Source: an optimization exercise on an open RTL-to-GDS flow (aim: small area). Production flows keep margins and buffers that such runs may drop.
Function was checked by simulation only, so behaviour that the tests miss may differ from the original.
Power is estimated from default activity; no workload was simulated.

## rev 12
==> flow/design.v <==
package pe_pkg;
    typedef enum logic [4:0] {
        MADD     = 5'd0,
        MSUB     = 5'd1,
        MMUL     = 5'd2,
        MSQR     = 5'd3,
        NTT      = 5'd4,
        INTT     = 5'd5,
        BFLY_CT  = 5'd6,
        BFLY_GS  = 5'd7,
        DCP1     = 5'd8,
        DCP3     = 5'd9,
        DCP4     = 5'd10,
        DCP5     = 5'd11,
        DCP10    = 5'd12,
        DCP11    = 5'd13,
        HINT     = 5'd14,
        USE_HINT = 5'd15,
        CMP_1    = 5'd16,
        CMP_2    = 5'd17,
        CMP_3    = 5'd18,
        CMP_4    = 5'd19,
        CMP_5    = 5'd20,
        CMP_6    = 5'd21,
        CMP_7    = 5'd22,
        CMP_8    = 5'd23,
        CMP_9    = 5'd24,
        CMP_10   = 5'd25,
        CMP_11   = 5'd26
    } pe_instr_t;
    typedef enum logic [4:0] {
        KEM_512  = 5'd0,
        KEM_768  = 5'd1,
        KEM_1024 = 5'd2,
        DSA_44   = 5'd3,
        DSA_65   = 5'd4,
        DSA_87   = 5'd5
    } pe_alg_t;
endpackage
module pe_result_fifo #(
    parameter int W = 8
) (
    input  logic [W-1:0] a0,
    input  logic         s0,
    input  logic [W-1:0] a1,
    input  logic         s1,
    input  logic [W-1:0] a2,
    input  logic         s2,
    output logic [W-1:0] y
);
    assign y = ~((a0 & {W{s0}}) | (a1 & {W{s1}}) | (a2 & {W{s2}}));
endmodule
module pe_result_fifo_top #(
    parameter int W = 8
) (
    input  logic [W-1:0] a0,
    input  logic         s0,
    input  logic [W-1:0] a2,
    input  logic         s2,
    output logic [W-1:0] y
);
    assign y = ~((a0 & {W{s0}}) | (a2 & {W{s2}}));
endmodule
module pe_array_sequencer #(
    parameter int WIDTH      = 24,
    parameter int NUM        = 4,
    parameter int IN_NUM     = 3,
    parameter int OUT_NUM    = 2,
    parameter int LAT        = 3,
    parameter int FIFO_DEPTH = 8
) (
    input  logic                                   clk,
    input  logic                                   rst,
    input  logic                                   cmd_valid,
    output logic                                   cmd_ready,
    input  logic [4:0]                             cmd_instr,
    input  logic [4:0]                             cmd_alg,
    input  logic [15:0]                            cmd_len,
    input  logic                                   in_valid,
    output logic                                   in_ready,
    input  logic [NUM*IN_NUM*WIDTH-1:0]            in_data,
    output logic [4:0]                             pe_instr,
    output logic [4:0]                             pe_alg,
    output logic [NUM*IN_NUM*WIDTH-1:0]            pe_data_in,
    input  logic [NUM*OUT_NUM*WIDTH-1:0]           pe_data_out,
    output logic                                   out_valid,
    input  logic                                   out_ready,
    output logic [NUM*OUT_NUM*WIDTH-1:0]           out_data,
    output logic                                   busy,
    output logic                                   done
);
    localparam int CW = $clog2(FIFO_DEPTH) + 1;
    localparam int OW = NUM*OUT_NUM*WIDTH;
    localparam int D  = FIFO_DEPTH;
    typedef enum logic [1:0] {IDLE, RUN, DRAIN} state_t;
    state_t        state;
    logic [15:0]   beats_left;
    logic [LAT:0]  vld_pipe;
    logic [CW:0]   credit;       
    logic [CW-1:0] fifo_count;
    logic          in_fire, push, do_pop, drain_done;
    assign push      = vld_pipe[LAT];
    always_comb begin
        credit = (CW+1)'(fifo_count);
        for (int i = 0; i <= LAT; i++) credit = credit + (CW+1)'(vld_pipe[i]);
    end
    assign out_valid = (fifo_count != '0);
    assign do_pop    = out_ready && out_valid;
    assign cmd_ready = (state == IDLE);
    assign busy      = (state != IDLE);
    assign in_ready  = (state == RUN) && (credit < (CW+1)'(FIFO_DEPTH));
    assign in_fire   = in_valid && in_ready;
    assign drain_done = (state == DRAIN) && (vld_pipe == '0) &&
                        ((fifo_count == '0) || ((fifo_count == CW'(1)) && out_ready));
    always_ff @(posedge clk) pe_data_in <= in_data;
    always_ff @(posedge clk or negedge rst) begin
        if (!rst) begin
            state      <= IDLE;
            beats_left <= '0;
            vld_pipe   <= '0;
            fifo_count <= '0;
            pe_instr   <= pe_pkg::MADD;
            pe_alg     <= pe_pkg::KEM_512;
            done       <= 1'b0;
        end else begin
            done     <= 1'b0;
            vld_pipe <= {vld_pipe[LAT-1:0], in_fire};
            if (push && !do_pop)      fifo_count <= fifo_count + 1'b1;
            else if (!push && do_pop) fifo_count <= fifo_count - 1'b1;
            case (state)
                IDLE: if (cmd_valid) begin
                    pe_instr   <= cmd_instr;
                    pe_alg     <= cmd_alg;
                    beats_left <= cmd_len;
                    state      <= (cmd_len == 16'd0) ? DRAIN : RUN;
                end
                RUN: if (in_fire) begin
                    beats_left <= beats_left - 16'd1;
                    if (beats_left == 16'd1) state <= DRAIN;
                end
                DRAIN: if (drain_done) begin
                    done  <= 1'b1;
                    state <= IDLE;
                end
                default: state <= IDLE;
            endcase
        end
    end
    logic [OW-1:0] mem [D];
    logic [OW-1:0] nxt [D];
    logic [D-1:0]  inv;
    logic [CW-1:0] wpos;
    logic [D-1:0]  wr, sh, hd;    
    assign wpos = fifo_count - CW'(do_pop);
    always_comb begin
        for (int i = 0; i < D; i++) begin
            wr[i] = push && (wpos == CW'(i));
            sh[i] = do_pop && !wr[i];
            hd[i] = !do_pop && !wr[i];
        end
    end
    for (genvar i = 0; i < D - 1; i++) begin : g_row
        pe_result_fifo #(.W(OW)) u_row (
            .a0 (mem[i]),      .s0 (hd[i]),
            .a1 (mem[i+1]),    .s1 (sh[i]),
            .a2 (pe_data_out), .s2 (wr[i]),
            .y  (nxt[i])
        );
    end
    pe_result_fifo_top #(.W(OW)) u_row_top (
        .a0 (mem[D-1]),    .s0 (hd[D-1]),
        .a2 (pe_data_out), .s2 (wr[D-1]),
        .y  (nxt[D-1])
    );
    always_ff @(posedge clk) begin
        for (int i = 0; i < D; i++) mem[i] <= nxt[i];
        for (int i = 0; i < D - 1; i++)
            inv[i] <= ~((inv[i] & hd[i]) | (inv[i+1] & sh[i]));
        inv[D-1] <= ~(inv[D-1] & hd[D-1]);
    end
    assign out_data = mem[0] ^ {OW{inv[0]}};
endmodule
Settings: LEC_CHECK=0, CAP_MARGIN=20, CORE_MARGIN=2, CORE_UTILIZATION=55, CTS_BUF_LIST=sky130_fd_sc_hd__clkbuf_8, CTS_CLUSTER_DIAMETER=55, CTS_CLUSTER_SIZE=20, PLACE_DENSITY=0.65, SLEW_MARGIN=20, SYNTH_HIERARCHICAL=1; clock period 6.0 ns.
run.sh (not shown) runs the stock make flow with config.mk's settings and CLKGATE_MAP_FILE= SYNTH_SCRIPT=/design/flow/synth_recipe.tcl, a recipe that flattens the netlist after the stock synthesis.
[inputs] rev 13 vs rev 12
Settings: removing CTS_CLUSTER_DIAMETER (formerly 55); removing CTS_BUF_LIST (formerly sky130_fd_sc_hd__clkbuf_8); removing CTS_CLUSTER_SIZE (formerly 20).
==> flow/flow/run.sh (new file) <==
#!/bin/bash
# Standard ORFS layout, with plain buf_1 cells as the port buffers and a
# clock tree of clkbuf_8 leaf clusters without dummy loads.
set -euo pipefail
export BUFFER_PORTS_ARGS="-buffer_cell sky130_fd_sc_hd__buf_1"
export CTS_ARGS="-sink_clustering_enable -repair_clock_nets -sink_clustering_size 20 -sink_clustering_max_diameter 55 -buf_list sky130_fd_sc_hd__clkbuf_8 -dont_use_dummy_load"
bash standard.sh finish > flow_make.log 2>&1
==> flow/standard.sh (new file) <==
#!/bin/bash
# synth_recipe.tcl (not shown) runs the flow's synth.tcl, then flattens the netlist and writes it again
# the make line also repeats each setting of config.mk as NAME=value (left out here)
make -C /OpenROAD-flow-scripts/flow DESIGN_CONFIG=/design/flow/config.mk WORK_HOME=/design/flow/orfs CLKGATE_MAP_FILE= SYNTH_SCRIPT=/design/flow/synth_recipe.tcl "${@:-finish}"
removed: flow/run.sh
--- outcome ---
Looking at logic gate share of total power across rev 12 and rev 13, the one that comes out lower is rev 13.
Diff rev 12 and rev 13: clock power share lower in rev 13
Going from rev 12 to rev 13, final design instance area without fill down 0.0080 mm^2, stage delay of the slowest cell on the critical path up 0.05 ns.
When the final numbers for rev 12 and rev 13 were put side by side, the slew at the pin closest to its max-slew limit turned out to be greater in rev 13.
Rev 13 vs rev 12, switching power share of the total went up by 1.8 points.

==> what the ideal ports hide <==
In the flow no input, the clock included, has a driving cell. The finished layouts below were timed again as built, in two steps.
Step 1 (the two cells are an assumption about what drives the block):
set clk [get_ports {clk}]
set_driving_cell -lib_cell sky130_fd_sc_hd__clkbuf_16 $clk
set_driving_cell -lib_cell sky130_fd_sc_hd__buf_2 [delete_from_list [all_inputs] $clk]
Step 2 times the ports against the registers' clock, not the clock port: input delays grow and output delays shrink by t, the midpoint of the rising clock arrivals with the driver on.
Slacks: no drivers / after step 1 / after step 2; pairs: no drivers / after step 1.
run | t (ns) | setup WS [ns] | hold WS [ns] | worst setup path at the end | clock arrival spread, ns
rev 12 | 0.930 | 1.333 / 1.316 / 0.943 | 0.432 / 0.432 / 0.432 | input to register | 0.053 / 0.053
rev 13 | 0.892 | 1.161 / 1.161 / 1.064 | 0.392 / 0.375 / 0.392 | input to register | 0.092 / 0.092
After both steps every run listed still meets setup and hold. The setup slack of rev 12, which loses most, moves by -0.017 ns with the drivers and by -0.390 ns with both steps.
